From an optimization exercise on the open Yosys and OpenROAD flow, aimed at a short achievable clock period and few clock cycles; shortcuts taken in it are not production practice. At most, simulation tests tie the RTL to the original design; equivalence was not proved. Only the layout flow was run in runs 1 and 2; the RTL was not checked for function there. Power and IR drop assume default switching activity.

## flow/config.mk

```make
export PLATFORM = sky130hd
export DESIGN_NAME = mips_core
export DESIGN_NICKNAME = mips_core
export VERILOG_FILES = /design/flow/design.v
export SDC_FILE = /design/flow/constraint.sdc
export NUM_CORES = 4
export LEC_CHECK = 0
export CAP_MARGIN = 20
export CORE_MARGIN = 2
export CORE_UTILIZATION = 25
export PLACE_DENSITY = 0.35
export SLEW_MARGIN = 20
```

## flow/constraint.sdc

```tcl
create_clock -name core_clock -period 10.0 [get_ports {CLK}]
set_input_delay 2.0000 -clock core_clock [delete_from_list [all_inputs] [get_ports {CLK}]]
set_output_delay 2.0000 -clock core_clock [all_outputs]
set_load 0.01 [all_outputs]
```

## flow/design.v

```verilog
`default_nettype none
package cpu_pkg;
  typedef logic [31:0] word_t;
  typedef logic [4:0]  regbits_t;
  typedef enum logic [5:0] {
    OP_RTYPE = 6'h00,
    OP_J     = 6'h02,
    OP_JAL   = 6'h03,
    OP_BEQ   = 6'h04,
    OP_BNE   = 6'h05,
    OP_ADDIU = 6'h09,
    OP_SLTI  = 6'h0a,
    OP_ANDI  = 6'h0c,
    OP_ORI   = 6'h0d,
    OP_XORI  = 6'h0e,
    OP_LUI   = 6'h0f,
    OP_LW    = 6'h23,
    OP_SW    = 6'h2b,
    OP_HALT  = 6'h3f
  } opcode_t;
  typedef enum logic [5:0] {
    FN_SLL  = 6'h00,
    FN_SRL  = 6'h02,
    FN_JR   = 6'h08,
    FN_ADDU = 6'h21,
    FN_SUBU = 6'h23,
    FN_AND  = 6'h24,
    FN_OR   = 6'h25,
    FN_XOR  = 6'h26,
    FN_NOR  = 6'h27,
    FN_SLT  = 6'h2a,
    FN_SLTU = 6'h2b
  } funct_t;
  typedef enum logic [3:0] {
    ALU_SLL, ALU_SRL, ALU_ADD, ALU_SUB, ALU_AND,
    ALU_OR, ALU_XOR, ALU_NOR, ALU_SLT, ALU_SLTU
  } aluop_t;
  typedef struct packed {
    opcode_t     opcode;
    regbits_t    rs;
    regbits_t    rt;
    regbits_t    rd;
    logic [4:0]  shamt;
    funct_t      funct;
  } r_t;
  typedef struct packed {
    opcode_t     opcode;
    regbits_t    rs;
    regbits_t    rt;
    logic [15:0] imm;
  } i_t;
  typedef struct packed {
    opcode_t     opcode;
    logic [25:0] addr;
  } j_t;
  typedef enum logic [1:0] {RD_RT, RD_RD, RD_R31} regdst_t;
  typedef enum logic [1:0] {IMM_ZERO, IMM_SIGN, IMM_UPPER, IMM_SHAMT} immsel_t;
  typedef enum logic [1:0] {FWD_RF, FWD_WB, FWD_MEM, FWD_LOAD} fwd_sel_t;
  typedef struct packed {
    aluop_t  alu_op;
    logic    alu_src;
    immsel_t imm_sel;
    regdst_t reg_dst;
    logic    reg_wr;
    logic    mem_to_reg;
    logic    mem_wr;
    logic    beq;
    logic    bne;
    logic    jump;
    logic    jal;
    logic    jreg;
    logic    halt;
  } ctrl_t;
  typedef struct packed {
    word_t imem_addr;
    logic  imem_ren;
    word_t dmem_addr;
    word_t dmem_store;
    logic  dmem_ren;
    logic  dmem_wen;
    logic  halt;
  } dp_out_t;
  typedef struct packed {
    logic  ihit;
    logic  dhit;
    word_t imem_load;
    word_t dmem_load;
  } dp_in_t;
  typedef struct packed {
    word_t instr;
    word_t npc;
  } if_id_t;
  typedef struct packed {
    ctrl_t    ctrl;
    word_t    npc;
    word_t    rdat1;
    word_t    rdat2;
    word_t    imm;
    word_t    instr;
    regbits_t dest;
  } id_ex_t;
  typedef struct packed {
    ctrl_t    ctrl;
    word_t    npc;
    word_t    alu_out;
    logic     zero;
    word_t    store;
    word_t    target;
    regbits_t dest;
  } ex_mem_t;
  typedef struct packed {
    ctrl_t    ctrl;
    word_t    npc;
    word_t    alu_out;
    word_t    load;
    regbits_t dest;
  } mem_wb_t;
endpackage
`default_nettype wire
`default_nettype none
module datapath (
  input  wire logic        CLK,
  input  wire logic        nRST,
  input  wire logic        ihit,
  input  wire logic        dhit,
  input  wire logic [31:0] imem_load,
  input  wire logic [31:0] dmem_load,
  output logic      [31:0] imem_addr,
  output logic             imem_ren,
  output logic      [31:0] dmem_addr,
  output logic      [31:0] dmem_store,
  output logic             dmem_ren,
  output logic             dmem_wen,
  output logic             halt
);
  logic [31:0] pc, f_pc_q;
  logic        ifail_q, dfail_q, halt_q, iren_q;
  logic        d_valid, d_pt;
  logic [31:0] d_instr, d_pc, d_alt, d_rsv, d_rtv;
  logic        e_valid, e_wr, e_ren, e_wen, e_halt, e_isbr, e_bne, e_pt;
  logic        e_isjr;
  logic        e_fa_m, e_fb_m;
  logic        e_useimm, e_sub, e_fbx_m, e_jr_or;
  logic        r_add, r_and, r_or, r_xor, r_nor, r_slt, r_sltu, r_sll, r_srl, r_const;
  logic [4:0]  e_dest, e_sh;
  logic [31:0] e_rs, e_rt, e_bx, e_const, e_alt, e_pc;
  logic        m_wr, m_ren, m_wen;
  logic [4:0]  m_dest;
  logic [31:0] m_res, m_store, m_pc;
  logic        w_wr;
  logic [4:0]  w_dest;
  logic [31:0] w_res, w_pc;
  logic        x_wr;
  logic [4:0]  x_dest;
  logic [31:0] x_res;
  logic [31:0] regs [1:31];
  logic [31:0] pc4, f_jt, f_bt, f_tgt, f_alt;
  logic [5:0]  f_op;
  logic        f_isj, f_pt, f_redir;
  assign pc4   = pc + 32'd4;
  assign f_op  = imem_load[31:26];
  assign f_isj = (f_op == 6'h02) || (f_op == 6'h03);
  assign f_pt  = ((f_op == 6'h04) && imem_load[15]) || (f_op == 6'h05);
  assign f_redir = f_isj || f_pt;
  assign f_jt  = {pc4[31:28], imem_load[25:0], 2'b00};
  logic [16:0] f_lo;
  logic [13:0] hi_m1, hi_p1;
  assign f_lo  = {1'b0, pc4[17:2]} + {1'b0, imem_load[15:0]};
  assign hi_m1 = pc4[31:18] - 14'd1;
  assign hi_p1 = pc4[31:18] + 14'd1;
  always_comb begin
    case ({f_lo[16], imem_load[15]})
      2'b10:   f_bt[31:18] = hi_p1;
      2'b01:   f_bt[31:18] = hi_m1;
      default: f_bt[31:18] = pc4[31:18];
    endcase
    f_bt[17:0] = {f_lo[15:0], 2'b00};
  end
  assign f_tgt = f_isj ? f_jt : f_bt;
  assign f_alt = f_pt ? pc4 : f_bt;
  logic [4:0]  f_rs, f_rt;
  logic [31:0] f_rsv, f_rtv;
  assign f_rs  = imem_load[25:21];
  assign f_rt  = imem_load[20:16];
  assign f_rsv = (f_rs == 5'd0) ? 32'd0 : regs[f_rs];
  assign f_rtv = (f_rt == 5'd0) ? 32'd0 : regs[f_rt];
  logic [5:0]  d_op, d_fn;
  logic [4:0]  d_rs, d_rt, d_rd, d_dest;
  logic [15:0] d_imm16;
  logic        d_rtype, d_ralu, d_ishift, d_isjr, d_iimm, d_lw, d_sw, d_br, d_jal, d_halt;
  logic        d_use_rs, d_use_rt, d_wr;
  logic [31:0] d_imm, rf_rs, rf_rt;
  logic        bm_rs, bw_rs, bx_rs, bm_rt, bw_rt, bx_rt;
  logic        e_rs_hz, e_rt_hz, ml_rs, ml_rt;
  assign d_op    = d_instr[31:26];
  assign d_fn    = d_instr[5:0];
  assign d_rs    = d_instr[25:21];
  assign d_rt    = d_instr[20:16];
  assign d_rd    = d_instr[15:11];
  assign d_imm16 = d_instr[15:0];
  assign d_rtype  = (d_op == 6'h00);
  assign d_ishift = d_rtype && ((d_fn == 6'h00) || (d_fn == 6'h02));
  assign d_ralu   = d_rtype && ((d_fn == 6'h00) || (d_fn == 6'h02) || (d_fn == 6'h21) ||
                                (d_fn == 6'h23) || (d_fn == 6'h24) || (d_fn == 6'h25) ||
                                (d_fn == 6'h26) || (d_fn == 6'h27) || (d_fn == 6'h2a) ||
                                (d_fn == 6'h2b));
  assign d_isjr   = d_rtype && (d_fn == 6'h08);
  assign d_iimm   = (d_op == 6'h09) || (d_op == 6'h0a) || (d_op == 6'h0c) ||
                    (d_op == 6'h0d) || (d_op == 6'h0e) || (d_op == 6'h0f);
  assign d_lw     = (d_op == 6'h23);
  assign d_sw     = (d_op == 6'h2b);
  assign d_br     = (d_op == 6'h04) || (d_op == 6'h05);
  assign d_jal    = (d_op == 6'h03);
  assign d_halt   = (d_op == 6'h3f);
  assign d_use_rs = (d_ralu && !d_ishift) || d_isjr || (d_iimm && d_op != 6'h0f) ||
                    d_lw || d_sw || d_br;
  assign d_use_rt = d_ralu || d_sw || d_br;
  always_comb begin
    if (d_ralu)     d_dest = d_rd;
    else if (d_jal) d_dest = 5'd31;
    else            d_dest = d_rt;
  end
  assign d_wr = (d_ralu || d_iimm || d_lw || d_jal) && (d_dest != 5'd0);
  always_comb begin
    if ((d_op == 6'h0c) || (d_op == 6'h0d) || (d_op == 6'h0e))
      d_imm = {16'h0000, d_imm16};
    else
      d_imm = {{16{d_imm16[15]}}, d_imm16};
  end
  assign bm_rs = m_wr && !m_ren && (m_dest == d_rs);
  assign bw_rs = w_wr && (w_dest == d_rs);
  assign bx_rs = x_wr && (x_dest == d_rs);
  assign bm_rt = m_wr && !m_ren && (m_dest == d_rt);
  assign bw_rt = w_wr && (w_dest == d_rt);
  assign bx_rt = x_wr && (x_dest == d_rt);
  assign rf_rs = bm_rs ? m_res : (bw_rs ? w_res : (bx_rs ? x_res : d_rsv));
  assign rf_rt = bm_rt ? m_res : (bw_rt ? w_res : (bx_rt ? x_res : d_rtv));
  assign e_rs_hz = e_wr && (e_dest == d_rs);
  assign e_rt_hz = e_wr && (e_dest == d_rt);
  assign ml_rs   = m_ren && m_wr && (m_dest == d_rs);
  assign ml_rt   = m_ren && m_wr && (m_dest == d_rt);
  logic ld_hazard, fa_m, fb_m, d_sub, r_or_d;
  assign d_sub  = (d_ralu && (d_fn == 6'h23 || d_fn == 6'h2a || d_fn == 6'h2b)) || (d_op == 6'h0a);
  assign r_or_d = (d_ralu && d_fn == 6'h25) || (d_op == 6'h0d);
  assign ld_hazard = d_valid && e_ren && (e_dest != 5'd0) &&
                     ((d_use_rs && d_rs == e_dest) || (d_use_rt && d_rt == e_dest));
  assign fa_m = e_rs_hz;
  assign fb_m = e_rt_hz;
  logic        d_jr_go, d_br_go, d_eq, d_taken, d_mis;
  logic [31:0] d_tgt;
  assign d_jr_go = d_valid && d_isjr && !ld_hazard && !ml_rs && !(e_rs_hz && !e_jr_or);
  assign d_br_go = d_valid && d_br && !ld_hazard && !e_rs_hz && !e_rt_hz && !ml_rs && !ml_rt;
  assign d_eq    = (rf_rs == rf_rt);
  assign d_taken = (d_op == 6'h05) ? !d_eq : d_eq;
  assign d_mis   = d_br_go && (d_taken != d_pt);
  logic [31:0] fwd_rs, fwd_rt, alu_b, b_eff, sum, res;
  logic        cout, eq, taken, e_redir, lt_s, lt_u;
  logic [31:0] e_tgt;
  assign fwd_rs = e_fa_m ? m_res : e_rs;
  assign fwd_rt = e_fb_m ? m_res : e_rt;
  assign b_eff  = e_fbx_m ? (m_res ^ {32{e_sub}}) : e_bx;
  assign alu_b  = b_eff;
  assign {cout, sum} = {1'b0, fwd_rs} + {1'b0, b_eff} + {32'd0, e_sub};
  assign lt_u = !cout;
  logic r_sub_w;
  assign r_sub_w = e_sub && !r_slt && !r_sltu;
  assign lt_s = (fwd_rs[31] == b_eff[31]) ? fwd_rs[31] : sum[31];
  always_comb begin
    res = 32'd0;
    if (r_add | r_sub_w) res = res | sum;
    if (r_and)   res = res | (fwd_rs & alu_b);
    if (r_or)    res = res | (fwd_rs | alu_b);
    if (r_xor)   res = res | (fwd_rs ^ alu_b);
    if (r_nor)   res = res | ~(fwd_rs | alu_b);
    if (r_slt)   res = res | {31'd0, lt_s};
    if (r_sltu)  res = res | {31'd0, lt_u};
    if (r_sll)   res = res | (fwd_rt << e_sh);
    if (r_srl)   res = res | (fwd_rt >> e_sh);
    if (r_const) res = res | e_const;
  end
  logic eq_mr, eq_rm, eq_rr;
  assign eq_mr = (m_res == e_rt);
  assign eq_rm = (e_rs == m_res);
  assign eq_rr = (e_rs == e_rt);
  always_comb begin
    if (e_fa_m) eq = e_fb_m ? 1'b1 : eq_mr;
    else        eq = e_fb_m ? eq_rm : eq_rr;
  end
  assign taken = e_bne ? !eq : eq;
  logic [31:0] e_orc;
  assign e_orc = r_const ? e_const : (fwd_rs | b_eff);
  assign e_redir = e_valid && ((e_isbr && (taken != e_pt)) || e_isjr);
  assign e_tgt   = e_isjr ? fwd_rs : e_alt;
  logic fail;
  assign fail = (m_ren || m_wen) && !dhit;
  logic halting, f_take, d_redir;
  assign halting = (d_valid && d_halt) || (e_valid && e_halt) || halt_q;
  assign d_redir = (d_jr_go || d_mis) && !e_redir && !dfail_q;
  assign f_take  = !halting && !e_redir && !dfail_q && !ifail_q && !d_redir && !ld_hazard;
  logic [31:0] pc_next, early_tgt, late_tgt;
  logic        early_sel;
  assign early_sel = dfail_q || e_redir || ifail_q || d_redir;
  always_comb begin
    if (dfail_q)      early_tgt = w_pc;
    else if (e_redir) early_tgt = e_tgt;
    else if (ifail_q) early_tgt = f_pc_q;
    else              early_tgt = d_isjr ? (e_rs_hz ? e_orc : rf_rs) : d_alt;
    if (halting || ld_hazard) late_tgt = pc;
    else if (f_redir)         late_tgt = f_tgt;
    else                      late_tgt = pc4;
    pc_next = early_sel ? early_tgt : late_tgt;
  end
  logic d_hold, e_load_d;
  assign d_hold   = ld_hazard;
  assign e_load_d = d_valid && !ld_hazard && !e_redir && !dfail_q && !fail;
  always_ff @(posedge CLK, negedge nRST) begin
    if (!nRST) begin
      pc      <= 32'h0000_0000;
      ifail_q <= 1'b0;
      dfail_q <= 1'b0;
      halt_q  <= 1'b0;
      iren_q  <= 1'b1;
      d_valid <= 1'b0;
      e_valid <= 1'b0;
      e_wr    <= 1'b0;
      e_ren   <= 1'b0;
      e_wen   <= 1'b0;
      e_halt  <= 1'b0;
      e_isbr  <= 1'b0;
      e_isjr  <= 1'b0;
      m_wr    <= 1'b0;
      m_ren   <= 1'b0;
      m_wen   <= 1'b0;
      w_wr    <= 1'b0;
      x_wr    <= 1'b0;
    end else begin
      pc      <= pc_next;
      ifail_q <= f_take && !ihit && !fail;
      dfail_q <= fail;
      halt_q  <= halt_q || (e_valid && e_halt && !fail);
      iren_q  <= !(halt_q || (e_valid && e_halt && !fail));
      if (!d_hold || fail)
        d_valid <= f_take && ihit && !fail;
      e_valid <= e_load_d;
      e_wr    <= e_load_d && d_wr;
      e_ren   <= e_load_d && d_lw;
      e_wen   <= e_load_d && d_sw;
      e_halt  <= e_load_d && d_halt;
      e_isbr  <= e_load_d && d_br && !d_br_go;
      e_isjr  <= e_load_d && d_isjr && !d_jr_go;
      m_wr    <= e_wr && !fail;
      m_ren   <= e_ren && !fail;
      m_wen   <= e_wen && !fail;
      w_wr    <= m_wr && !fail;
      x_wr    <= w_wr;
    end
  end
  always_ff @(posedge CLK) begin
    f_pc_q <= pc;
    if (!d_hold) begin
      d_instr <= imem_load;
      d_pc    <= pc;
      d_pt    <= f_pt;
      d_alt   <= f_alt;
      d_rsv   <= f_rsv;
      d_rtv   <= f_rtv;
    end else begin
      d_rsv   <= rf_rs;
      d_rtv   <= rf_rt;
    end
    e_bne    <= (d_op == 6'h05);
    e_pt     <= d_pt;
    e_alt    <= d_alt;
    e_pc     <= d_pc;
    e_dest   <= d_dest;
    e_sh     <= d_instr[10:6];
    e_rs     <= ml_rs ? dmem_load : rf_rs;
    e_rt     <= ml_rt ? dmem_load : rf_rt;
    e_bx     <= ((d_iimm || d_lw || d_sw) ? d_imm : (ml_rt ? dmem_load : rf_rt)) ^ {32{d_sub}};
    e_fa_m   <= fa_m;
    e_fb_m   <= fb_m;
    e_fbx_m  <= fb_m && !(d_iimm || d_lw || d_sw);
    e_useimm <= d_iimm || d_lw || d_sw;
    e_jr_or  <= r_or_d || (d_op == 6'h0f) || d_jal;
    e_sub    <= d_sub;
    r_add    <= (d_ralu && d_fn == 6'h21) || (d_op == 6'h09) || d_lw || d_sw;
    r_and    <= (d_ralu && d_fn == 6'h24) || (d_op == 6'h0c);
    r_or     <= (d_ralu && d_fn == 6'h25) || (d_op == 6'h0d);
    r_xor    <= (d_ralu && d_fn == 6'h26) || (d_op == 6'h0e);
    r_nor    <= (d_ralu && d_fn == 6'h27);
    r_slt    <= (d_ralu && d_fn == 6'h2a) || (d_op == 6'h0a);
    r_sltu   <= (d_ralu && d_fn == 6'h2b);
    r_sll    <= (d_ralu && d_fn == 6'h00);
    r_srl    <= (d_ralu && d_fn == 6'h02);
    r_const  <= (d_op == 6'h0f) || d_jal;
    e_const  <= d_jal ? (d_pc + 32'd4) : {d_imm16, 16'h0000};
    m_res   <= res;
    m_store <= fwd_rt;
    m_dest  <= e_dest;
    m_pc    <= e_pc;
    w_res  <= m_ren ? dmem_load : m_res;
    w_dest <= m_dest;
    w_pc   <= m_pc;
    x_dest <= w_dest;
    x_res  <= w_res;
  end
  always_ff @(posedge CLK, negedge nRST) begin
    if (!nRST) begin
      for (int i = 1; i < 32; i++) regs[i] <= 32'd0;
    end else if (w_wr) begin
      regs[w_dest] <= w_res;
    end
  end
  assign imem_addr  = pc;
  assign imem_ren   = iren_q;
  assign dmem_addr  = m_res;
  assign dmem_store = m_store;
  assign dmem_ren   = m_ren;
  assign dmem_wen   = m_wen;
  assign halt       = halt_q;
endmodule
`default_nettype wire
`default_nettype none
module mips_core (
  input  wire logic        CLK,
  input  wire logic        nRST,
  input  wire logic        ihit,
  input  wire logic        dhit,
  input  wire logic [31:0] imem_load,
  input  wire logic [31:0] dmem_load,
  output logic      [31:0] imem_addr,
  output logic             imem_ren,
  output logic      [31:0] dmem_addr,
  output logic      [31:0] dmem_store,
  output logic             dmem_ren,
  output logic             dmem_wen,
  output logic             halt
);
  datapath u_datapath (
    .CLK        (CLK),
    .nRST       (nRST),
    .ihit       (ihit),
    .dhit       (dhit),
    .imem_load  (imem_load),
    .dmem_load  (dmem_load),
    .imem_addr  (imem_addr),
    .imem_ren   (imem_ren),
    .dmem_addr  (dmem_addr),
    .dmem_store (dmem_store),
    .dmem_ren   (dmem_ren),
    .dmem_wen   (dmem_wen),
    .halt       (halt)
  );
endmodule
`default_nettype wire
```

## flow/flow/run.sh

```bash
#!/bin/bash
# The standard layout, with repair_timing aiming for a larger setup margin.
set -euo pipefail
bash standard.sh SETUP_SLACK_MARGIN=6.5 finish > make_finish.log 2>&1
```

## flow/standard.sh

```bash
#!/bin/bash
# synth_recipe.tcl (not shown) runs the flow's synth.tcl, then flattens the netlist and writes it again
# the make line also repeats each setting of config.mk as NAME=value (left out here)
make -C /OpenROAD-flow-scripts/flow DESIGN_CONFIG=/design/flow/config.mk WORK_HOME=/design/flow/orfs CLKGATE_MAP_FILE= SYNTH_SCRIPT=/design/flow/synth_recipe.tcl "${@:-finish}"
```

==> flow_summary_export.csv, run 1 <==
group,metric,value,unit
yosys,yosysTopAreaCellShare,31.3,%
clocking,ctsHoldBuffers,0,
floorplan,ioPinCount,168,
clocking,clkTransAtPathRegs,60,ps
setup_path,cp_top_family,"compound AO/OA/AOI/OAI gates",
min_path,hold_depth,0,
yosys,ys_dominant_reg_cell,"dfrtp_1",
floorplan,die_height,580,µm
clocking,clock-sinks,1660,
run,drv_cap,0,
setup_path,worstPathMaxFanout,6,
layout,drive_above_1_share,39.4,%
setup_path,r2r_start,"u_datapath.pc[2]$_DFFE_PN0P_",
setup_path,crit_arrival,6400,ps
yosys,syn_area_per_cell,10.9,µm²
yosys,synth_cell_type_count,84,
sta,relSlewSlack,20.2,%
setup_path,r2r-end,"u_datapath.d_alt[28]$_DFFE_PN_",
layout,fin_nets,8392,
yosys,ys_warn_count,2,
layout,top_register,"u_datapath.regs",
floorplan,rows,211,
yosys,syn_inst,7640,
setup_path,max_stage_delay,360,ps
setup_path,cp.required,10650,ps
sta,maxSlewViolCount,0,
detailed_routing,drt_wl_total,511,mm
setup_path,critPathCaptureType,"flip-flop",
detailed_routing,viasPerCell,5.82,
clocking,clockRootBuffer,"clkbuf_16",
detailed_routing,ant_nets,0,
layout,final_cells,12800,
min_path,hold_start,"u_datapath.e_pc[26]$_DFF_P_",
layout,syn2layout_area_growth,33.4,%
global_route,antenna_found_initial,29,
clocking,cts_tree,"done",
detailed_routing,via_count,74300,
global_route,grt_pass1_wl,671,mm
clocking,numCtsBuffers,207,
outcome,outcome,"no timing/DRC/antenna violations",
global_route,grt_use_total,28.9,%
yosys,synth-seq-area-share,47.4,%
yosys,ys_seq_elements,1660,
yosys,synth.largest_area_cell,"dfrtp_1",
place,gp_congestion,0.929,
setup_path,crit_type,"input pin to flip-flop",
global_route,use_met1,35.5,%
global_route,grt.busiest_layer,"met2",
sta,setup_tns,0,ps
setup_path,cp_common_cell,"o21ai_2",
global_route,grt_remaining_overflow,0,
floorplan,core_area,0.331,mm²
sta,finalCritPeriodShare,57.5,%
setup_path,crit_slowest_cell,"fa_2",
detailed_routing,drt_iter0_drc,8958,
sta,rsz0062_at_grt,"true",
detailed_routing,routedWlPerCell,40.0,µm
sta,timing.fmax,0.174,GHz
sta,clock_skew,104,ps
global_route,grt_pass1_vias,72800,
yosys,async_reset_ff_share,62.7,%
min_path,min_path_type,"flip-flop to flip-flop",
power_and_ir_drop,ir_drop,0.000150,V
floorplan,start_util,25.1,%
global_route,grt.met2_usage,45.7,%
sta,hold_viol_final,0,
setup_path,critPathBufInv,3,
sta,finalSetupViolations,0,
global_route,grt_max_degree,139,
setup_path,start_kind,"input pin",
place,dp_hpwl,302,mm
layout,largest_reg_flops,992,
floorplan,die_area,0.337,mm²
global_route,met3_usage,5.88,%
setup_path,r2r_slack,4580,ps
yosys,synth_area_leaders,"dfrtp_1 (31%), mux2_2 (15%), dfxtp_1 (13%), a22oi_1 (4.3%), edfxtp_1 (3.5%)",
yosys,syn_nets,7807,
power_and_ir_drop,total_leakage_power,47.4,nW
yosys,yosys-top-cells-count,"mux2_2 (1115), dfrtp_1 (1040), clkbuf_1 (546)",
min_path,hold_path_end,"u_datapath.m_pc[26]$_DFF_P_",
sta,tightestPinTransition,1200,ps
detailed_routing,drc,0,
detailed_routing,first_pass_iters,10,
place,dpl.cell_count,11800,
yosys,synth-edff-count,97,
yosys,netlist_area,0.0831,mm²
clocking,max-clock-path-buffers,4,
floorplan,die_w,580,µm
place,port_buffers,167,
yosys,synth.most_common_cell,"mux2_2",
clocking,htree_levels,4,
power_and_ir_drop,powerDensity,174,mW/mm²
setup_path,reg2regPathDepth,28,
sta,period_minus_slack,5750,ps
clocking,clk_latency,940,ps
## metal layers
metal	share of wire (%)	up-vias
li1	-	30000
met3	7.5	1283
met2	45	4173
met4	8.3	8
met1	40	38800
met5	0.024	-
## per-stage QoR
stage	setup slack [ps]	utilization [%]	hold WS (ps)	total power, W	cell area [µm²]
finish	4250	33.5	286	0.0193	111000
global route	4090	33.5	295	0.0200	111000
CTS	4130	32.5	264	0.0192	107000
detailed placement	2500	27.7	312	0.0107	91600
global placement	2320	27.7	310	0.0107	91500
floorplan	3860	-	310	0.00947	85200
## how the worst max path moves through the flow
stage	startpoint	end	slack [ps]	depth (start not counted)
2_1_floorplan	imem_load[0]	u_datapath.d_alt[28]$_DFFE_PN_	3860	25
3_3_place_gp	imem_load[0]	u_datapath.d_alt[28]$_DFFE_PN_	2320	26
3_5_place_dp	imem_load[0]	u_datapath.pc[31]$_DFFE_PN0P_	2500	24
4_1_cts	imem_load[0]	u_datapath.d_alt[28]$_DFFE_PN_	4130	26
5_1_grt	imem_load[0]	u_datapath.pc[30]$_DFFE_PN0P_	4090	28
6_report	imem_load[0]	u_datapath.d_alt[28]$_DFFE_PN_	4250	27
## power breakdown
part | switching [W] | internal [W] | leakage (nW) | total [W]
registers | 0.000415 | 0.00740 | 19.8 | 0.00781
clock network | 0.00328 | 0.00463 | 3.41 | 0.00791
logic | 0.00202 | 0.00157 | 24.2 | 0.00359
## cells in the final DEF (no fill, tap or decap), drive strengths merged, types with 111 or more instances in the layout
master,n
dfrtp,1040
clkbuf,313
a22oi,474
a221oi,208
mux2,1145
xor2,112
buf,950
nor2,419
mux2i,251
o21ai,288
inv,135
a21oi,392
dfxtp,522
nand3,111
a22o,188
nand2,344
xnor2,191
nand4,195
## kinds of logic after synthesis
logic type / synth area share [%]
compound gates: 16.5
mux: 19.2
flops: 47.4
simple gates: 8.21
fa+ha+maj: 1.53
buf+inv: 3.89
xor+xnor: 3.19
## layout make-up
type,instances,area (µm²)
Antenna cell,17,42.5
Clock buffer,296,5900
Clock inverter,77,1080
Fill cell,33200,220000
Inverter,121,465
Multi-Input combinational cell,5176,46100
Sequential cell,1660,39600
Tap cell,4366,5460
Timing Repair Buffer,1058,12100
Timing Repair inverter,1,7.51
## repair_timing
action                                  4_1_cts  5_1_grt
gates cloned                                 35       14
buffers inserted                            400      166
endpoints found under the setup margin      389      221
pin swaps                                   252      244
resized for setup                          1377      348
==> inputs of run 2 (changes only) <==
--- a/flow/design.v
+++ b/flow/design.v
@@ -119,4 +119,42 @@
 `default_nettype wire
 `default_nettype none
+module ks_add #(
+  parameter int W = 32
+) (
+  input  wire logic [W-1:0] a,
+  input  wire logic [W-1:0] b,
+  input  wire logic         cin,
+  output logic      [W-1:0] sum,
+  output logic              cout
+);
+  localparam int L = $clog2(W + 1);
+  logic [W:0] g [0:L];
+  logic [W:0] p [0:L];
+  always_comb begin
+    g[0][0] = cin;
+    p[0][0] = 1'b0;
+    for (int i = 0; i < W; i++) begin
+      g[0][i+1] = a[i] & b[i];
+      p[0][i+1] = a[i] ^ b[i];
+    end
+    for (int l = 0; l < L; l++) begin
+      for (int i = 0; i <= W; i++) begin
+        if (i >= (1 << l)) begin
+          g[l+1][i] = g[l][i] | (p[l][i] & g[l][i - (1 << l)]);
+          p[l+1][i] = p[l][i] & p[l][i - (1 << l)];
+        end else begin
+          g[l+1][i] = g[l][i];
+          p[l+1][i] = p[l][i];
+        end
+      end
+    end
+    for (int i = 0; i < W; i++) begin
+      sum[i] = p[0][i+1] ^ g[L][i];
+    end
+    cout = g[L][W];
+  end
+endmodule
+`default_nettype wire
+`default_nettype none
 module datapath (
   input  wire logic        CLK,
@@ -136,8 +174,10 @@
   logic [31:0] pc, f_pc_q;
   logic        ifail_q, dfail_q, halt_q, iren_q;
-  logic        d_valid, d_pt;
+  logic        d_valid, d_pt, d_jp;
+  logic [31:0] ras;
   logic [31:0] d_instr, d_pc, d_alt, d_rsv, d_rtv;
   logic        e_valid, e_wr, e_ren, e_wen, e_halt, e_isbr, e_bne, e_pt;
-  logic        e_isjr;
+  logic        e_isjr, e_jp, e_addi, e_lui;
+  logic [31:0] e_negimm;
   logic        e_fa_m, e_fb_m;
   logic        e_useimm, e_sub, e_fbx_m, e_jr_or;
@@ -155,16 +195,34 @@
   logic [31:0] x_res;
   logic [31:0] regs [1:31];
+  logic [5:0]  d_op, d_fn;
+  logic [4:0]  d_rs, d_rt, d_rd, d_dest;
+  logic [15:0] d_imm16;
   logic [31:0] pc4, f_jt, f_bt, f_tgt, f_alt;
   logic [5:0]  f_op;
-  logic        f_isj, f_pt, f_redir;
+  logic        f_isj, f_pt, f_redir, f_jp;
   assign pc4   = pc + 32'd4;
   assign f_op  = imem_load[31:26];
   assign f_isj = (f_op == 6'h02) || (f_op == 6'h03);
   assign f_pt  = ((f_op == 6'h04) && imem_load[15]) || (f_op == 6'h05);
-  assign f_redir = f_isj || f_pt;
+  logic        kc_ok, f_jrk;
+  logic [31:0] kc_val;
+  assign kc_ok  = d_valid && (d_op == 6'h0d) && (d_rs == d_rt) && e_wr && e_lui &&
+                  (e_dest == d_rt);
+  assign kc_val = e_const | {16'h0000, d_imm16};
+  assign f_jrk  = (f_op == 6'h00) && (imem_load[5:0] == 6'h08) && kc_ok &&
+                  (imem_load[25:21] == d_rt);
+  assign f_jp   = (f_op == 6'h00) && (imem_load[5:0] == 6'h08) &&
+                  ((imem_load[25:21] == 5'd31) || f_jrk);
+  assign f_redir = f_isj || f_pt || f_jp;
   assign f_jt  = {pc4[31:28], imem_load[25:0], 2'b00};
   logic [16:0] f_lo;
   logic [13:0] hi_m1, hi_p1;
-  assign f_lo  = {1'b0, pc4[17:2]} + {1'b0, imem_load[15:0]};
+  ks_add #(.W(16)) u_flo (
+    .a    (pc4[17:2]),
+    .b    (imem_load[15:0]),
+    .cin  (1'b0),
+    .sum  (f_lo[15:0]),
+    .cout (f_lo[16])
+  );
   assign hi_m1 = pc4[31:18] - 14'd1;
   assign hi_p1 = pc4[31:18] + 14'd1;
@@ -177,6 +235,6 @@
     f_bt[17:0] = {f_lo[15:0], 2'b00};
   end
-  assign f_tgt = f_isj ? f_jt : f_bt;
-  assign f_alt = f_pt ? pc4 : f_bt;
+  assign f_tgt = f_jrk ? kc_val : (f_jp ? ras : (f_isj ? f_jt : f_bt));
+  assign f_alt = f_jrk ? kc_val : (f_jp ? ras : (f_pt ? pc4 : f_bt));
   logic [4:0]  f_rs, f_rt;
   logic [31:0] f_rsv, f_rtv;
@@ -185,7 +243,4 @@
   assign f_rsv = (f_rs == 5'd0) ? 32'd0 : regs[f_rs];
   assign f_rtv = (f_rt == 5'd0) ? 32'd0 : regs[f_rt];
-  logic [5:0]  d_op, d_fn;
-  logic [4:0]  d_rs, d_rt, d_rd, d_dest;
-  logic [15:0] d_imm16;
   logic        d_rtype, d_ralu, d_ishift, d_isjr, d_iimm, d_lw, d_sw, d_br, d_jal, d_halt;
   logic        d_use_rs, d_use_rt, d_wr;
@@ -249,9 +304,14 @@
   logic        d_jr_go, d_br_go, d_eq, d_taken, d_mis;
   logic [31:0] d_tgt;
-  assign d_jr_go = d_valid && d_isjr && !ld_hazard && !ml_rs && !(e_rs_hz && !e_jr_or);
+  assign d_jr_go = d_valid && d_isjr && !ld_hazard && !ml_rs && !(e_rs_hz && (!e_jr_or || d_jp));
   assign d_br_go = d_valid && d_br && !ld_hazard && !e_rs_hz && !e_rt_hz && !ml_rs && !ml_rt;
   assign d_eq    = (rf_rs == rf_rt);
   assign d_taken = (d_op == 6'h05) ? !d_eq : d_eq;
-  assign d_mis   = d_br_go && (d_taken != d_pt);
+  logic d_loop, d_leq;
+  assign d_loop  = d_valid && d_br && (d_rt == 5'd0) && e_rs_hz && e_addi && !ld_hazard;
+  assign d_leq   = (fwd_rs == e_negimm);
+  assign d_mis   = (d_br_go && (d_taken != d_pt)) ||
+                   (d_loop && (((d_op == 6'h05) ? !d_leq : d_leq) != d_pt)) ||
+                   (d_jr_go && !(d_jp && (rf_rs == d_alt)));
   logic [31:0] fwd_rs, fwd_rt, alu_b, b_eff, sum, res;
   logic        cout, eq, taken, e_redir, lt_s, lt_u;
@@ -261,5 +321,11 @@
   assign b_eff  = e_fbx_m ? (m_res ^ {32{e_sub}}) : e_bx;
   assign alu_b  = b_eff;
-  assign {cout, sum} = {1'b0, fwd_rs} + {1'b0, b_eff} + {32'd0, e_sub};
+  ks_add #(.W(32)) u_add (
+    .a    (fwd_rs),
+    .b    (b_eff),
+    .cin  (e_sub),
+    .sum  (sum),
+    .cout (cout)
+  );
   assign lt_u = !cout;
   logic r_sub_w;
@@ -290,5 +356,5 @@
   logic [31:0] e_orc;
   assign e_orc = r_const ? e_const : (fwd_rs | b_eff);
-  assign e_redir = e_valid && ((e_isbr && (taken != e_pt)) || e_isjr);
+  assign e_redir = e_valid && ((e_isbr && (taken != e_pt)) || (e_isjr && !(e_jp && fwd_rs == e_alt)));
   assign e_tgt   = e_isjr ? fwd_rs : e_alt;
   logic fail;
@@ -296,5 +362,5 @@
   logic halting, f_take, d_redir;
   assign halting = (d_valid && d_halt) || (e_valid && e_halt) || halt_q;
-  assign d_redir = (d_jr_go || d_mis) && !e_redir && !dfail_q;
+  assign d_redir = d_mis && !e_redir && !dfail_q;
   assign f_take  = !halting && !e_redir && !dfail_q && !ifail_q && !d_redir && !ld_hazard;
   logic [31:0] pc_next, early_tgt, late_tgt;
@@ -347,5 +413,5 @@
       e_wen   <= e_load_d && d_sw;
       e_halt  <= e_load_d && d_halt;
-      e_isbr  <= e_load_d && d_br && !d_br_go;
+      e_isbr  <= e_load_d && d_br && !d_br_go && !d_loop;
       e_isjr  <= e_load_d && d_isjr && !d_jr_go;
       m_wr    <= e_wr && !fail;
@@ -358,8 +424,11 @@
   always_ff @(posedge CLK) begin
     f_pc_q <= pc;
+    if (f_take && ihit && f_op == 6'h03)
+      ras <= pc4;
     if (!d_hold) begin
       d_instr <= imem_load;
       d_pc    <= pc;
       d_pt    <= f_pt;
+      d_jp    <= f_jp;
       d_alt   <= f_alt;
       d_rsv   <= f_rsv;
@@ -371,4 +440,8 @@
     e_bne    <= (d_op == 6'h05);
     e_pt     <= d_pt;
+    e_jp     <= d_jp;
+    e_addi   <= (d_op == 6'h09);
+    e_lui    <= (d_op == 6'h0f);
+    e_negimm <= 32'd0 - d_imm;
     e_alt    <= d_alt;
     e_pc     <= d_pc;
==> flow_summary_export.csv, run 2 <==
group,metric,value,unit
sta,finalCritPeriodShare,57.2,%
clocking,clockRootBuffer,"clkbuf_16",
yosys,yosysTopAreaCellShare,29.3,%
sta,tightestPinTransition,1270,ps
yosys,synth_area_leaders,"dfrtp_1 (29%), mux2_2 (14%), dfxtp_1 (13%), edfxtp_1 (4.4%), a22oi_1 (4.1%)",
setup_path,critPathBufInv,3,
min_path,min_path_type,"flip-flop to flip-flop",
sta,rsz0062_at_grt,"true",
yosys,yosys-top-cells-count,"mux2_2 (1106), dfrtp_1 (1040), clkbuf_1 (609)",
detailed_routing,routedWlPerCell,41.8,µm
setup_path,worstPathMaxFanout,7,
sta,maxSlewViolCount,0,
yosys,ys_warn_count,8,
detailed_routing,drt_iter0_drc,13300,
floorplan,start_util,25.2,%
floorplan,rows,218,
setup_path,r2r_start,"u_datapath.pc[2]$_DFFE_PN0P_",
setup_path,cp_top_family,"compound AO/OA/AOI/OAI gates",
sta,clock_skew,109,ps
setup_path,critPathCaptureType,"flip-flop",
global_route,grt_remaining_overflow,0,
sta,timing.fmax,0.175,GHz
place,gp_congestion,0.938,
detailed_routing,via_count,85100,
sta,period_minus_slack,5720,ps
detailed_routing,drt_wl_total,592,mm
detailed_routing,ant_nets,0,
clocking,clk_latency,990,ps
setup_path,start_kind,"input pin",
yosys,syn_area_per_cell,10.5,µm²
place,dp_hpwl,352,mm
run,drv_cap,0,
layout,drive_above_1_share,37.1,%
floorplan,die_area,0.360,mm²
clocking,numCtsBuffers,216,
detailed_routing,viasPerCell,6.01,
yosys,synth.largest_area_cell,"dfrtp_1",
yosys,syn_nets,8669,
detailed_routing,drc,0,
layout,fin_nets,9396,
clocking,htree_levels,4,
setup_path,crit_path_start,"imem_load[0]",
yosys,synth-edff-count,130,
yosys,synth.most_common_cell,"mux2_2",
yosys,ys_dominant_reg_cell,"dfrtp_1",
setup_path,cp.required,10630,ps
clocking,cts_tree,"done",
setup_path,max_stage_delay,360,ps
global_route,antenna_found_initial,41,
clocking,clkTransAtPathRegs,60,ps
power_and_ir_drop,ir_drop,0.000154,V
yosys,netlist_area,0.0889,mm²
sta,relSlewSlack,15.0,%
setup_path,crit_arrival,6350,ps
yosys,synth-seq-area-share,46.2,%
setup_path,crit_chain,"buf_12 > ha_4 > fa_2 > a21o_1 > a21oi_2 > o21bai_2 > a211oi_2 > or3_4 > a31oi_4 > a31oi_4 > o21bai_1 > a21oi_2 > ha_4 > buf_12 > buf_4 > ha_1 > o21ai_0 > a211oi_4 > o211a_1 > o2111ai_2 > and4bb_2 > nor4_2 > a221oi_1 > nand2_1",
yosys,async_reset_ff_share,60.2,%
detailed_routing,first_pass_iters,9,
clocking,clock-sinks,1728,
clocking,ctsHoldBuffers,0,
layout,syn2layout_area_growth,33.9,%
floorplan,ioPinCount,168,
global_route,grt_use_total,31.1,%
yosys,ys_seq_elements,1728,
clocking,max-clock-path-buffers,4,
layout,mostFrequentLayoutCells,"mux2_2 (1088), dfrtp_1 (1007), buf_4 (656), dfxtp_1 (500), a22oi_1 (461)",
floorplan,die_w,600,µm
sta,hold_viol_final,0,
sta,setup_tns,0,ps
layout,seqCellArea,0.0413,mm²
place,port_buffers,167,
power_and_ir_drop,powerDensity,179,mW/mm²
global_route,grt_pass1_vias,80400,
global_route,grt_max_degree,161,
setup_path,crit_slowest_cell,"fa_2",
layout,largest_reg_flops,992,
power_and_ir_drop,total_leakage_power,50.2,nW
floorplan,die_height,600,µm
setup_path,crit_type,"input pin to flip-flop",
setup_path,r2r_slack,4370,ps
yosys,synth_cell_type_count,91,
sta,finalSetupViolations,0,
outcome,outcome,"no timing/DRC/antenna violations",
min_path,hold_start,"u_datapath.m_pc[29]$_DFF_P_",
floorplan,core_area,0.353,mm²
layout,final_common_cell,"mux2_2",
layout,multiInputGateArea,0.0493,mm²
power_and_ir_drop,power,0.0213,W
layout,fillers,35600,
yosys,syn_inst,8499,
global_route,grt_pass1_wl,760,mm
layout,top_register,"u_datapath.regs",
run 2: cell count changes after synthesis, moves of 40 or more:
cell and delta:
nor2_1 +42, nand2_1 +92, nor4_1 +44, a311o_1 +57, o21ai_0 +121, o221ai_1 -51
nand3_1 +84, and2_1 +65, xor2_1 +60, clkbuf_1 +63, or3_1 -40, inv_1 +53
run 2: timing repair:
action | in CTS | in global routing
setup endpoints to repair | 468 | 331
setup buffers | 468 | 224
pin swaps | 259 | 297
gates cloned | 41 | 16
gates resized for setup | 1464 | 406
run 2: path summary, 6_finish.rpt:
kind	endpoint	cells past startpoint
setup reg to reg	u_datapath.d_alt[30]$_DFFE_PN_	27
min in group asynchronous	u_datapath.regs[29][22]$_DFFE_PN0P_	1
hold reg to reg	u_datapath.w_pc[29]$_DFF_P_	0
setup / recovery	u_datapath.d_alt[31]$_DFFE_PN_	24
max in group asynchronous	u_datapath.regs[16][5]$_DFFE_PN0P_	3
hold / removal	u_datapath.w_pc[29]$_DFF_P_	0
run 2: layer usage:
layer	global-route usage (%)	part of all wire, %	vias up
met5	0	0.026	-
met2	44.1	41	5675
met1	43.4	43	44600
met4	14.3	5.4	22
li1	-	-	33500
met3	8.61	11	1285
run 2: cell type report:
class | instances | area share (%)
inverters | 175 | 0.558
repair buffers | 1269 | 12.1
multi-input cells | 5835 | 41.4
clock buffers | 307 | 5.26
flip-flops and latches | 1728 | 34.7
diodes | 25 | 0.0526
well taps | 4730 | 4.97
clock inverters | 87 | 0.929
repair inverters | 1 | 0.00631
run 2: power breakdown:
part / internal, W / total, W / switching, W
combinational: 0.00187 / 0.00454 / 0.00267
sequential: 0.00771 / 0.00833 / 0.000625
clock: 0.00483 / 0.00839 / 0.00356
run 2: metrics by stage:
step | cell area, µm² | setup slack, ps | std cells | hold WS [ps] | utilization, %
after detailed placement | 98400 | 2100 | 13000 | 312 | 27.9
final | 119000 | 4280 | 14200 | 324 | 33.7
after global routing | 119000 | 4090 | 14100 | 329 | 33.7
after floorplan | 91300 | 3690 | 8499 | 310 | -
after CTS | 115000 | 4240 | 13900 | 325 | 32.5
after global placement | 98300 | 1940 | 13000 | 311 | 27.8
run 2: cell families after synthesis:
logic type	count (synthesis)	synth area share (%)
compound gates	2236	17.8
simple gates	1772	9.76
flops	1728	46.2
mux	1354	16.9
buf+inv	939	4.12
xor+xnor	368	3.63
fa+ha+maj	102	1.46
run 2: worst register-to-register path: stages, from the launching register on:
cell and delay (ps):
dfrtp_2 430, ha_1 300, inv_1 150, nor2_2 250, nand3_1 160, xnor2_2 220
ha_4 320, nand3_1 100, or3_4 420, a31oi_4 210, a31oi_4 120, o21bai_1 180
a21oi_2 90, ha_4 200, buf_12 150, fa_2 360, a21o_1 210, a21oi_2 140
o21bai_1 110, a21oi_2 230, o21bai_4 120, a21boi_2 160, o21bai_1 80, xnor2_1 260
buf_4 160, o211ai_1 80, o211ai_1 120, o21ai_1 90
==> inputs of run 3 (changes only) <==
--- a/flow/design.v
+++ b/flow/design.v
@@ -120,5 +120,6 @@
 `default_nettype none
 module ks_add #(
-  parameter int W = 32
+  parameter int W = 32,
+  parameter int L = 6    
 ) (
   input  wire logic [W-1:0] a,
@@ -128,30 +129,15 @@
   output logic              cout
 );
-  localparam int L = $clog2(W + 1);
-  logic [W:0] g [0:L];
-  logic [W:0] p [0:L];
+  logic [W:0] g, p;
   always_comb begin
-    g[0][0] = cin;
-    p[0][0] = 1'b0;
-    for (int i = 0; i < W; i++) begin
-      g[0][i+1] = a[i] & b[i];
-      p[0][i+1] = a[i] ^ b[i];
-    end
+    g = {a & b, cin};
+    p = {a ^ b, 1'b0};
     for (int l = 0; l < L; l++) begin
-      for (int i = 0; i <= W; i++) begin
-        if (i >= (1 << l)) begin
-          g[l+1][i] = g[l][i] | (p[l][i] & g[l][i - (1 << l)]);
-          p[l+1][i] = p[l][i] & p[l][i - (1 << l)];
-        end else begin
-          g[l+1][i] = g[l][i];
-          p[l+1][i] = p[l][i];
-        end
-      end
-    end
-    for (int i = 0; i < W; i++) begin
-      sum[i] = p[0][i+1] ^ g[L][i];
+      g = g | (p & (g << (1 << l)));
+      p = p & (p << (1 << l));
     end
-    cout = g[L][W];
   end
+  assign sum  = a ^ b ^ g[W-1:0];
+  assign cout = g[W];
 endmodule
 `default_nettype wire
@@ -174,7 +160,10 @@
   logic [31:0] pc, f_pc_q;
   logic        ifail_q, dfail_q, halt_q, iren_q;
-  logic        d_valid, d_pt, d_jp;
+  logic        d_valid, d_pt, d_jp, d_fred;
+  logic [31:0] d_jtgt;
+  logic        d_ehz_rs, d_ml_rs, d_sm_rs, d_sw_rs, d_sx_rs;
+  logic        d_ehz_rt, d_ml_rt, d_sm_rt, d_sw_rt, d_sx_rt;
   logic [31:0] ras;
-  logic [31:0] d_instr, d_pc, d_alt, d_rsv, d_rtv;
+  logic [31:0] d_instr, d_pc, d_rsv, d_rtv;
   logic        e_valid, e_wr, e_ren, e_wen, e_halt, e_isbr, e_bne, e_pt;
   logic        e_isjr, e_jp, e_addi, e_lui;
@@ -200,5 +189,5 @@
   logic [31:0] pc4, f_jt, f_bt, f_tgt, f_alt;
   logic [5:0]  f_op;
-  logic        f_isj, f_pt, f_redir, f_jp;
+  logic        f_isj, f_pt, f_redir, f_jp, f_short, f_bpred;
   assign pc4   = pc + 32'd4;
   assign f_op  = imem_load[31:26];
@@ -214,27 +203,19 @@
   assign f_jp   = (f_op == 6'h00) && (imem_load[5:0] == 6'h08) &&
                   ((imem_load[25:21] == 5'd31) || f_jrk);
-  assign f_redir = f_isj || f_pt || f_jp;
+  assign f_short = (imem_load[15:7] == 9'h000) || (imem_load[15:7] == 9'h1ff);
+  assign f_bpred = f_pt && f_short;
+  assign f_redir = f_isj || f_bpred || f_jp;
   assign f_jt  = {pc4[31:28], imem_load[25:0], 2'b00};
-  logic [16:0] f_lo;
-  logic [13:0] hi_m1, hi_p1;
-  ks_add #(.W(16)) u_flo (
-    .a    (pc4[17:2]),
-    .b    (imem_load[15:0]),
+  logic        f_co;
+  ks_add #(.W(30), .L(5)) u_fbt (
+    .a    (pc4[31:2]),
+    .b    ({{22{imem_load[7]}}, imem_load[7:0]}),
     .cin  (1'b0),
-    .sum  (f_lo[15:0]),
-    .cout (f_lo[16])
+    .sum  (f_bt[31:2]),
+    .cout (f_co)
   );
-  assign hi_m1 = pc4[31:18] - 14'd1;
-  assign hi_p1 = pc4[31:18] + 14'd1;
-  always_comb begin
-    case ({f_lo[16], imem_load[15]})
-      2'b10:   f_bt[31:18] = hi_p1;
-      2'b01:   f_bt[31:18] = hi_m1;
-      default: f_bt[31:18] = pc4[31:18];
-    endcase
-    f_bt[17:0] = {f_lo[15:0], 2'b00};
-  end
+  assign f_bt[1:0] = 2'b00;
   assign f_tgt = f_jrk ? kc_val : (f_jp ? ras : (f_isj ? f_jt : f_bt));
-  assign f_alt = f_jrk ? kc_val : (f_jp ? ras : (f_pt ? pc4 : f_bt));
+  assign f_alt = f_jrk ? kc_val : ras;
   logic [4:0]  f_rs, f_rt;
   logic [31:0] f_rsv, f_rtv;
@@ -246,5 +227,4 @@
   logic        d_use_rs, d_use_rt, d_wr;
   logic [31:0] d_imm, rf_rs, rf_rt;
-  logic        bm_rs, bw_rs, bx_rs, bm_rt, bw_rt, bx_rt;
   logic        e_rs_hz, e_rt_hz, ml_rs, ml_rt;
   assign d_op    = d_instr[31:26];
@@ -283,21 +263,37 @@
       d_imm = {{16{d_imm16[15]}}, d_imm16};
   end
-  assign bm_rs = m_wr && !m_ren && (m_dest == d_rs);
-  assign bw_rs = w_wr && (w_dest == d_rs);
-  assign bx_rs = x_wr && (x_dest == d_rs);
-  assign bm_rt = m_wr && !m_ren && (m_dest == d_rt);
-  assign bw_rt = w_wr && (w_dest == d_rt);
-  assign bx_rt = x_wr && (x_dest == d_rt);
-  assign rf_rs = bm_rs ? m_res : (bw_rs ? w_res : (bx_rs ? x_res : d_rsv));
-  assign rf_rt = bm_rt ? m_res : (bw_rt ? w_res : (bx_rt ? x_res : d_rtv));
-  assign e_rs_hz = e_wr && (e_dest == d_rs);
-  assign e_rt_hz = e_wr && (e_dest == d_rt);
-  assign ml_rs   = m_ren && m_wr && (m_dest == d_rs);
-  assign ml_rt   = m_ren && m_wr && (m_dest == d_rt);
+  always_comb begin
+    rf_rs = d_rsv;
+    if (d_sm_rs) rf_rs = m_res;
+    if (d_sw_rs) rf_rs = w_res;
+    if (d_sx_rs) rf_rs = x_res;
+    rf_rt = d_rtv;
+    if (d_sm_rt) rf_rt = m_res;
+    if (d_sw_rt) rf_rt = w_res;
+    if (d_sx_rt) rf_rt = x_res;
+  end
+  assign e_rs_hz = d_ehz_rs;
+  assign e_rt_hz = d_ehz_rt;
+  assign ml_rs   = d_ml_rs;
+  assign ml_rt   = d_ml_rt;
+  logic [4:0] n_rs, n_rt;
+  logic       n_ehz_rs, n_ml_rs, n_m_rs, n_w_rs, n_x_rs;
+  logic       n_ehz_rt, n_ml_rt, n_m_rt, n_w_rt, n_x_rt;
+  assign n_rs = d_hold ? d_rs : f_rs;
+  assign n_rt = d_hold ? d_rt : f_rt;
+  assign n_ehz_rs = !d_hold && d_valid && d_wr && (d_dest == f_rs);
+  assign n_ehz_rt = !d_hold && d_valid && d_wr && (d_dest == f_rt);
+  assign n_m_rs   = e_wr && (e_dest == n_rs);
+  assign n_m_rt   = e_wr && (e_dest == n_rt);
+  assign n_ml_rs  = n_m_rs && e_ren;
+  assign n_ml_rt  = n_m_rt && e_ren;
+  assign n_w_rs   = m_wr && (m_dest == n_rs);
+  assign n_w_rt   = m_wr && (m_dest == n_rt);
+  assign n_x_rs   = w_wr && (w_dest == n_rs);
+  assign n_x_rt   = w_wr && (w_dest == n_rt);
   logic ld_hazard, fa_m, fb_m, d_sub, r_or_d;
   assign d_sub  = (d_ralu && (d_fn == 6'h23 || d_fn == 6'h2a || d_fn == 6'h2b)) || (d_op == 6'h0a);
   assign r_or_d = (d_ralu && d_fn == 6'h25) || (d_op == 6'h0d);
-  assign ld_hazard = d_valid && e_ren && (e_dest != 5'd0) &&
-                     ((d_use_rs && d_rs == e_dest) || (d_use_rt && d_rt == e_dest));
+  assign ld_hazard = d_valid && e_ren && ((d_use_rs && e_rs_hz) || (d_use_rt && e_rt_hz));
   assign fa_m = e_rs_hz;
   assign fb_m = e_rt_hz;
@@ -311,7 +307,14 @@
   assign d_loop  = d_valid && d_br && (d_rt == 5'd0) && e_rs_hz && e_addi && !ld_hazard;
   assign d_leq   = (fwd_rs == e_negimm);
-  assign d_mis   = (d_br_go && (d_taken != d_pt)) ||
-                   (d_loop && (((d_op == 6'h05) ? !d_leq : d_leq) != d_pt)) ||
-                   (d_jr_go && !(d_jp && (rf_rs == d_alt)));
+  logic        d_late, d_ept, d_brt;
+  logic [31:0] d_pc4, d_bt, d_alt;
+  assign d_pc4  = d_pc + 32'd4;
+  assign d_bt   = d_pc4 + {{14{d_imm16[15]}}, d_imm16, 2'b00};
+  assign d_late = d_valid && d_br && d_pt && !d_fred && !d_br_go && !d_loop;
+  assign d_ept  = d_fred || d_late;
+  assign d_alt  = d_isjr ? d_jtgt : (d_ept ? d_pc4 : d_bt);
+  assign d_brt  = d_br_go ? d_taken : ((d_op == 6'h05) ? !d_leq : d_leq);
+  assign d_mis  = ((d_br_go || d_loop) && (d_brt != d_fred)) || d_late ||
+                  (d_jr_go && !(d_jp && (rf_rs == d_jtgt)));
   logic [31:0] fwd_rs, fwd_rt, alu_b, b_eff, sum, res;
   logic        cout, eq, taken, e_redir, lt_s, lt_u;
@@ -321,5 +324,5 @@
   assign b_eff  = e_fbx_m ? (m_res ^ {32{e_sub}}) : e_bx;
   assign alu_b  = b_eff;
-  ks_add #(.W(32)) u_add (
+  ks_add #(.W(32), .L(6)) u_add (
     .a    (fwd_rs),
     .b    (b_eff),
@@ -371,5 +374,6 @@
     else if (e_redir) early_tgt = e_tgt;
     else if (ifail_q) early_tgt = f_pc_q;
-    else              early_tgt = d_isjr ? (e_rs_hz ? e_orc : rf_rs) : d_alt;
+    else if (d_isjr)  early_tgt = e_rs_hz ? e_orc : rf_rs;
+    else              early_tgt = (d_late || d_brt) ? d_bt : d_pc4;
     if (halting || ld_hazard) late_tgt = pc;
     else if (f_redir)         late_tgt = f_tgt;
@@ -431,5 +435,6 @@
       d_pt    <= f_pt;
       d_jp    <= f_jp;
-      d_alt   <= f_alt;
+      d_fred  <= f_redir;
+      d_jtgt  <= f_alt;
       d_rsv   <= f_rsv;
       d_rtv   <= f_rtv;
@@ -439,5 +444,5 @@
     end
     e_bne    <= (d_op == 6'h05);
-    e_pt     <= d_pt;
+    e_pt     <= d_ept;
     e_jp     <= d_jp;
     e_addi   <= (d_op == 6'h09);
@@ -445,4 +450,14 @@
     e_negimm <= 32'd0 - d_imm;
     e_alt    <= d_alt;
+    d_ehz_rs <= n_ehz_rs;
+    d_ehz_rt <= n_ehz_rt;
+    d_ml_rs  <= n_ml_rs && !n_ehz_rs;
+    d_ml_rt  <= n_ml_rt && !n_ehz_rt;
+    d_sm_rs  <= n_m_rs && !n_ml_rs && !n_ehz_rs;
+    d_sm_rt  <= n_m_rt && !n_ml_rt && !n_ehz_rt;
+    d_sw_rs  <= n_w_rs && !n_m_rs && !n_ehz_rs;
+    d_sw_rt  <= n_w_rt && !n_m_rt && !n_ehz_rt;
+    d_sx_rs  <= n_x_rs && !n_w_rs && !n_m_rs && !n_ehz_rs;
+    d_sx_rt  <= n_x_rt && !n_w_rt && !n_m_rt && !n_ehz_rt;
     e_pc     <= d_pc;
     e_dest   <= d_dest;
==> flow/run.sh (new file) <==
#!/bin/bash
# synth_recipe.tcl (not shown) runs the flow's synth.tcl, then flattens the netlist and writes it again
# the make line also repeats each setting of config.mk as NAME=value (left out here)
make -C /OpenROAD-flow-scripts/flow DESIGN_CONFIG=/design/flow/config.mk WORK_HOME=/design/flow/orfs CLKGATE_MAP_FILE= SYNTH_SCRIPT=/design/flow/synth_recipe.tcl finish
--- a/flow/config.mk
+++ b/flow/config.mk
@@ -10,3 +10,4 @@
 export CORE_UTILIZATION = 25
 export PLACE_DENSITY = 0.35
+export SETUP_SLACK_MARGIN = 5
 export SLEW_MARGIN = 20
removed: flow/flow/run.sh
removed: flow/standard.sh
==> flow_summary_export.csv, run 3 <==
group,metric,value,unit
outcome,outcome,"no timing/DRC/antenna violations",
sta,setup_tns,0,ps
detailed_routing,via_count,83600,
sta,holdWs,319,ps
setup_path,crit_type,"input pin to flip-flop",
floorplan,ioPinCount,168,
detailed_routing,ant_nets,0,
layout,fin_area,0.110,mm²
clocking,cts_tree,"done",
global_route,grt_use_total,29.9,%
yosys,synth.largest_area_cell,"dfrtp_1",
yosys,synth-seq-area-share,44.7,%
yosys,ys_warn_count,4,
yosys,syn_area_per_cell,10.3,µm²
power_and_ir_drop,seqPwrFrac,39.7,%
sta,finalCritPeriodShare,50.6,%
sta,timing.fmax,0.197,GHz
setup_path,crit_arrival,5930,ps
layout,final_common_cell,"mux2_2",
floorplan,die_area,0.373,mm²
sta,clock_skew,126,ps
detailed_routing,first_pass_iters,7,
yosys,synth.most_common_cell,"mux2_2",
layout,largest_reg_flops,992,
power_and_ir_drop,powerDensity,184,mW/mm²
clocking,clockRootBuffer,"clkbuf_16",
floorplan,core_area,0.366,mm²
power_and_ir_drop,swShare,32.5,%
yosys,syn_nets,9181,
global_route,grt_remaining_overflow,0,
detailed_routing,drc,0,
global_route,grt_pass1_wl,764,mm
yosys,syn_inst,8982,
detailed_routing,drt_wl_total,579,mm
sta,tightestPinTransition,1300,ps
sta,rsz0062_at_grt,"true",
place,dp_hpwl,387,mm
yosys,yosysTopAreaCellShare,28.2,%
layout,mostFrequentLayoutCells,"mux2_2 (1066), dfrtp_1 (1031), nand2_1 (605), dfxtp_1 (537), a22oi_1 (484)",
place,gp_congestion,0.963,
detailed_routing,drt_iter0_drc,11700,
min_path,min_path_type,"flip-flop to flip-flop",
place,port_buffers,167,
floorplan,rows,222,
detailed_routing,routedWlPerCell,41.1,µm
floorplan,die_w,611,µm
yosys,async_reset_ff_share,60.0,%
power_and_ir_drop,pwr-share-comb,19.3,%
clocking,numCtsBuffers,218,
yosys,synth-edff-count,131,
power_and_ir_drop,intPower,0.0137,W
global_route,grt_max_degree,163,
floorplan,die_height,611,µm
yosys,ys_seq_elements,1733,
global_route,antenna_found_initial,49,
global_route,grt_pass1_vias,80700,
power_and_ir_drop,clkPwrFrac,41.0,%
layout,drive_above_1_share,25.1,%
setup_path,critPathCaptureType,"flip-flop",
layout,fin_nets,9273,
setup_path,cp.required,10870,ps
run,drv_cap,0,
clocking,clk_latency,1000,ps
yosys,yosys-top-cells-count,"mux2_2 (1066), dfrtp_1 (1039), clkbuf_1 (633)",
sta,hold_viol_final,0,
sta,maxSlewViolCount,0,
clocking,max-clock-path-buffers,4,
layout,top_register,"u_datapath.regs",
sta,period_minus_slack,5060,ps
yosys,netlist_area,0.0921,mm²
clocking,clkTransAtPathRegs,60,ps
yosys,ys_dominant_reg_cell,"dfrtp_1",
setup_path,worstPathMaxFanout,41,
power_and_ir_drop,ir_drop,0.000148,V
clocking,htree_levels,4,
detailed_routing,viasPerCell,5.94,
yosys,synth_cell_type_count,97,
sta,relSlewSlack,12.7,%
setup_path,start_kind,"input pin",
floorplan,start_util,25.2,%
clocking,clock-sinks,1733,
yosys,synth_area_leaders,"dfrtp_1 (28%), mux2_2 (13%), dfxtp_1 (12%), edfxtp_1 (4.3%), a22oi_1 (4.0%)",
power_and_ir_drop,total_leakage_power,46.4,nW
place,place_area,0.101,mm²
power_and_ir_drop,power.switching,0.00660,W
layout,syn2layout_area_growth,19.8,%
sta,finalSetupViolations,0,
==> run 3: cell types whose count changed after synthesis, sizes merged, moves of 36 or more <==
cell,before,now
nand2,433,622
xnor2,196,278
o31ai,6,63
a311o,58,2
and2,79,36
nand4,234,191
nand3,197,156
o21ai,410,451
nor2,460,423
a21o,20,56
==> run 3: cells by family after synthesis <==
family,after synthesis,synth area share [%]
mux,1361,16.6
xor+xnor,441,4.19
simple gates,1932,10.1
fa+ha+maj,131,1.80
buf+inv,988,4.22
compound gates,2396,18.3
flops,1733,44.7
==> run 3: path summary, 6_finish.rpt <==
kind	start	to	slack, ps	cells after the start
worst max-delay path	imem_load[21]	u_datapath.d_rsv[30]$_DFF_P_	4940	12
worst min-delay path	u_datapath.m_pc[1]$_DFF_P_	u_datapath.w_pc[1]$_DFF_P_	320	0
worst max register to register	u_datapath.d_sw_rs$_DFF_P_	u_datapath.ras[31]$_DFFE_PP_	4990	14
worst min register to register	u_datapath.m_pc[1]$_DFF_P_	u_datapath.w_pc[1]$_DFF_P_	320	0
max in group asynchronous	nRST	u_datapath.regs[6][8]$_DFFE_PN0P_	6620	3
min in group asynchronous	nRST	u_datapath.regs[15][24]$_DFFE_PN0P_	1020	1
==> run 3: critical path, stage by stage <==
cell      delay, ps
buf_2           320
buf_6           430
or2_2           460
nor2_4           40
buf_4           300
buf_4           420
a22o_1          310
a221oi_1        250
nand4_1         160
nor3_1          880
or3_1           230
o21ai_0          70
==> run 3: what timing repair did <==
item	CTS	global route
hold buffers	0	0
endpoints found under the setup margin	149	117
setup buffers	53	43
gates resized for setup	178	127
endpoints found under the hold margin	0	0
gates cloned	4	5
pin swaps	24	29
==> run 3: cell type report <==
class	count	area [µm²]
Antenna cell	24	60.1
Clock buffer	322	6400
Clock inverter	76	943
Fill cell	38000	256000
Inverter	210	820
Multi-Input combinational cell	6262	49100
Sequential cell	1733	41300
Tap cell	4816	6030
Timing Repair Buffer	644	5720
Timing Repair inverter	5	25.0
==> run 3: power groups by stage <==
stage,registers (W),clock network (W),logic [W]
4_1_cts,0.00806,0.00846,0.00365
5_1_grt,0.00809,0.00873,0.00405
3_3_place_gp,0.00820,0,0.00349
2_1_floorplan,0.00791,0,0.00184
6_report,0.00806,0.00833,0.00391
3_5_place_dp,0.00819,0,0.00347
==> run 3: routing by layer <==
| metal | GRT usage [%] | share of wire [%] |
|---|---|---|
| met1 | 37.6 | 40 |
| met2 | 46.2 | 44 |
| met3 | 6.50 | 8.0 |
| met4 | 19.4 | 7.8 |
| met5 | 0.103 | 0.023 |
==> run 3: per-stage QoR <==
step | cells | util (%) | worst slack (ps) | power (W)
after floorplan | 8982 | - | 5140 | 0.00975
after global placement | 13600 | 27.5 | 2590 | 0.0117
after detailed placement | 13600 | 27.5 | 2760 | 0.0117
after CTS | 14000 | 29.9 | 4930 | 0.0202
after global routing | 14100 | 30.1 | 4960 | 0.0209
final | 14100 | 30.1 | 4940 | 0.0203
Testbench counts of run 3, summed over its fixed seeds: cycles 18,844.

==> afterwards: timing with drivers on the ports <==
The results above use ideal ports. As a check the final layouts listed here were re-extracted and re-timed, cells and wires unchanged. Step 1, drivers: a clkbuf_16 drives CLK and a buf_2 each remaining input, both assumed. Step 2 adds t to the input delays and takes it off the output delays; t is the mean of the earliest and latest rising clock arrival at the registers after step 1. Input paths then give back, and output paths get back, about the clock's delay inside the block. Three values: ideal ports, drivers, drivers and shift; two values: the first two.
| run | shift t [ns] | setup WS [ns] | cell pins on the clock port's net |
|---|---|---|---|
| run 1 | 0.998 | 4.250 / 4.316 / 3.318 | 1 |
| run 2 | 1.030 | 4.284 / 4.334 / 3.304 | 1 |
| run 3 | 1.027 | 4.935 / 4.990 / 3.976 | 1 |
After both steps setup and hold are still met in every run listed. For run 2, which loses most, drivers alone change the setup slack by +0.050 ns; drivers and shift together by -0.980 ns.
